Context: an optimization exercise on an open-source flow, tuned for small area, a short achievable clock period and few clock cycles per item. The choices shown serve that exercise and are no tape-out recipe. The RTL was checked by simulation tests, not by an equivalence proof against the original design.

==> module aes_dec_core, before the edit <==
module aes_dec_core (
    input  logic                     clk,
    input  logic                     resetn,
    input  logic                     word_valid_i,
    input  aes_data_pkg::aes_block_t word_i,
    output logic                     word_take_o,
    output logic                     plain_valid_o,
    output aes_data_pkg::aes_block_t plain_o,
    input  logic                     out_full_i,
    input  logic                     out_full_next_i
);
    aes_ctrl_pkg::load_state_t load_state;
    logic [3:0] key_cnt;
    aes_data_pkg::aes_block_t round_keys [15];
    aes_data_pkg::aes_block_t prev_cipher;
    aes_data_pkg::aes_block_t x0_q, z0_q, x1_q, z1_q;
    logic [191:0]             y0_q, y1_q;
    aes_data_pkg::aes_block_t c_x0_q, c_y0_q, c_z0_q, c_x1_q, c_y1_q, c_z1_q;
    logic       v_x0_q, v_y0_q, v_z0_q, v_x1_q, v_y1_q, v_z1_q;
    logic [3:0] r_x0_q, r_y0_q, r_z0_q, r_x1_q, r_y1_q, r_z1_q;
    aes_data_pkg::aes_block_t key_u0, key_u1;
    logic [191:0]             s1_out0, s1_out1;
    aes_data_pkg::aes_block_t s2_out0, s2_out1;
    aes_data_pkg::aes_block_t s3_out0, s3_out1;
    aes_data_pkg::aes_block_t entry_state;
    logic stall;
    logic loop0, leave0, loop1, done1;
    logic done1_next;
    logic enter;
    assign done1_next = stall ? done1 : (v_y1_q && (r_y1_q == 4'd0));
    assign enter       = (load_state == aes_ctrl_pkg::CIPHER) && word_valid_i && !loop0 && !stall;
    assign word_take_o = ((load_state != aes_ctrl_pkg::CIPHER) && word_valid_i) || enter;
    assign plain_valid_o = done1 && !out_full_i;
    assign plain_o       = z1_q ^ c_z1_q;
    always_comb begin
        case (r_y0_q)
            4'd13:   key_u0 = round_keys[13];
            4'd12:   key_u0 = round_keys[12];
            4'd11:   key_u0 = round_keys[11];
            4'd10:   key_u0 = round_keys[10];
            4'd9:    key_u0 = round_keys[9];
            4'd8:    key_u0 = round_keys[8];
            default: key_u0 = round_keys[7];
        endcase
        case (r_y1_q)
            4'd6:    key_u1 = round_keys[6];
            4'd5:    key_u1 = round_keys[5];
            4'd4:    key_u1 = round_keys[4];
            4'd3:    key_u1 = round_keys[3];
            4'd2:    key_u1 = round_keys[2];
            4'd1:    key_u1 = round_keys[1];
            default: key_u1 = round_keys[0];
        endcase
    end
    aes_inv_round_s1 u0_s1 (.state_i(x0_q), .state_o(s1_out0));
    aes_inv_round_s2 u0_s2 (.state_i(y0_q), .round_key_i(key_u0), .state_o(s2_out0));
    aes_inv_round_s3 u0_s3 (.state_i(z0_q), .state_o(s3_out0));
    aes_inv_round_s1 u1_s1 (.state_i(x1_q), .state_o(s1_out1));
    aes_inv_round_s2 u1_s2 (.state_i(y1_q), .round_key_i(key_u1), .state_o(s2_out1));
    aes_inv_round_s3 u1_s3 (.state_i(z1_q), .state_o(s3_out1));
    aes_inv_entry    u_in  (.cipher_i(word_i), .key_i(round_keys[14]), .state_o(entry_state));
    always_ff @(posedge clk or negedge resetn) begin
        if (!resetn) begin
            load_state <= aes_ctrl_pkg::LOAD_KEYS;
            key_cnt    <= 4'd0;
            v_x0_q     <= 1'b0;
            v_y0_q     <= 1'b0;
            v_z0_q     <= 1'b0;
            v_x1_q     <= 1'b0;
            v_y1_q     <= 1'b0;
            v_z1_q     <= 1'b0;
            r_x0_q     <= 4'd0;
            r_y0_q     <= 4'd0;
            r_z0_q     <= 4'd0;
            r_x1_q     <= 4'd0;
            r_y1_q     <= 4'd0;
            r_z1_q     <= 4'd0;
            stall      <= 1'b0;
            loop0      <= 1'b0;
            leave0     <= 1'b0;
            loop1      <= 1'b0;
            done1      <= 1'b0;
        end else begin
            stall <= done1_next && out_full_next_i;
            if (word_valid_i) begin
                case (load_state)
                    aes_ctrl_pkg::LOAD_KEYS: begin
                        if (key_cnt == 4'd14) begin
                            load_state <= aes_ctrl_pkg::LOAD_IV;
                        end else begin
                            key_cnt <= key_cnt + 4'd1;
                        end
                    end
                    aes_ctrl_pkg::LOAD_IV: begin
                        load_state <= aes_ctrl_pkg::CIPHER;
                    end
                    default: ;
                endcase
            end
            if (!stall) begin
                loop0  <= v_y0_q && (r_y0_q != aes_ctrl_pkg::U0_LAST);
                leave0 <= v_y0_q && (r_y0_q == aes_ctrl_pkg::U0_LAST);
                loop1  <= v_y1_q && (r_y1_q != 4'd0);
                done1  <= v_y1_q && (r_y1_q == 4'd0);
                v_y0_q <= v_x0_q;
                r_y0_q <= r_x0_q;
                v_z0_q <= v_y0_q;
                r_z0_q <= r_y0_q;
                v_y1_q <= v_x1_q;
                r_y1_q <= r_x1_q;
                v_z1_q <= v_y1_q;
                r_z1_q <= r_y1_q;
                v_x0_q <= loop0 || enter;
                r_x0_q <= loop0 ? r_z0_q - 4'd1 : aes_ctrl_pkg::U0_FIRST;
                v_x1_q <= leave0 || loop1;
                r_x1_q <= leave0 ? aes_ctrl_pkg::U1_FIRST : r_z1_q - 4'd1;
            end
        end
    end
    for (genvar k = 0; k < 15; k++) begin : g_key
        always_ff @(posedge clk) begin
            if (load_state == aes_ctrl_pkg::LOAD_KEYS && key_cnt == k) begin
                round_keys[k] <= word_i;
            end
        end
    end
    always_ff @(posedge clk) begin
        if (load_state == aes_ctrl_pkg::LOAD_IV || enter) begin
            prev_cipher <= word_i;
        end
        if (!stall) begin
            y0_q   <= s1_out0;
            c_y0_q <= c_x0_q;
            z0_q   <= s2_out0;
            c_z0_q <= c_y0_q;
            y1_q   <= s1_out1;
            c_y1_q <= c_x1_q;
            z1_q   <= s2_out1;
            c_z1_q <= c_y1_q;
            x0_q   <= loop0 ? s3_out0 : entry_state;
            c_x0_q <= loop0 ? c_z0_q : prev_cipher;
            x1_q   <= leave0 ? s3_out0 : s3_out1;
            c_x1_q <= leave0 ? c_z0_q : c_z1_q;
        end
    end
endmodule
Settings: LEC_CHECK=0, CAP_MARGIN=20, CORE_MARGIN=2, CORE_UTILIZATION=40, CTS_CLUSTER_DIAMETER=80, CTS_CLUSTER_SIZE=28, SLEW_MARGIN=20; clock period 10.0 ns.
standard.sh (not shown) runs the stock make flow with config.mk's settings and CLKGATE_MAP_FILE= SYNTH_SCRIPT=/design/flow/synth_recipe.tcl, a recipe that flattens the netlist after the stock synthesis.
==> flow/flow/run.sh <==
#!/bin/bash
# The standard layout, unchanged except that timing repair (after CTS and
# after global routing) aims for a setup margin of 6.6 ns at the design's
# 10 ns clock, i.e. it keeps optimising paths longer than 3.4 ns. The clock,
# constraints, synthesis, floorplan, power grid and port buffering are the
# standard flow's. The make output goes to standard_flow.log here; ORFS keeps
# each step's own log under orfs/logs/.
set -euo pipefail
cd "$(dirname "$0")/.."
bash standard.sh SETUP_SLACK_MARGIN=6.6 finish > standard_flow.log 2>&1
Testbench counts at the start, summed over its fixed seeds: cycles 3,048, items 320.
==> next run, changes <==
--- a/flow/design.v
+++ b/flow/design.v
@@ -302,19 +302,19 @@
                 r_x1_q <= leave0 ? aes_ctrl_pkg::U1_FIRST : r_z1_q - 4'd1;
             end
         end
     end
     for (genvar k = 0; k < 15; k++) begin : g_key
         always_ff @(posedge clk) begin
-            if (load_state == aes_ctrl_pkg::LOAD_KEYS && key_cnt == k) begin
+            if (word_valid_i && load_state == aes_ctrl_pkg::LOAD_KEYS && key_cnt == k) begin
                 round_keys[k] <= word_i;
             end
         end
     end
     always_ff @(posedge clk) begin
-        if (load_state == aes_ctrl_pkg::LOAD_IV || enter) begin
+        if ((word_valid_i && load_state == aes_ctrl_pkg::LOAD_IV) || enter) begin
             prev_cipher <= word_i;
         end
         if (!stall) begin
             y0_q   <= s1_out0;
             c_y0_q <= c_x0_q;
             z0_q   <= s2_out0;
=>
- area after synthesis decreases by 0.84%
- routed wire length drops by 1.8%
- die area falls by 0.84%
- critical path depth stays the same
- count of clock-buffer cells in the layout is higher by 20
- hold slack is about the same
Testbench counts after the change, summed over its fixed seeds: cycles 3,048, items 320.

-- static timing again, ports no longer ideal --
Ports are ideal in the flow. The routed layouts listed here were re-timed in OpenROAD. Step 1: set_driving_cell puts a clkbuf_16 on clk and a buf_2 on each other input, an assumption about the parent block. Step 2 also shifts input and output timing later by t, the mid clock arrival at the registers, as if the neighbouring blocks saw the same clock. Three values: ideal ports, drivers, drivers and shift; two values: the first two.
| run | shift t [ns] | slack for setup (ns) | worst setup path after step 2 |
|---|---|---|---|
| the first run | 1.082 | 6.360 / 6.240 / 5.626 | input to register |
| the second run | 1.082 | 6.380 / 6.263 / 5.389 | input to register |
After both steps every run listed still meets setup and hold. The setup slack of the second run, which loses most, moves by -0.117 ns with the drivers and by -0.991 ns with both steps.
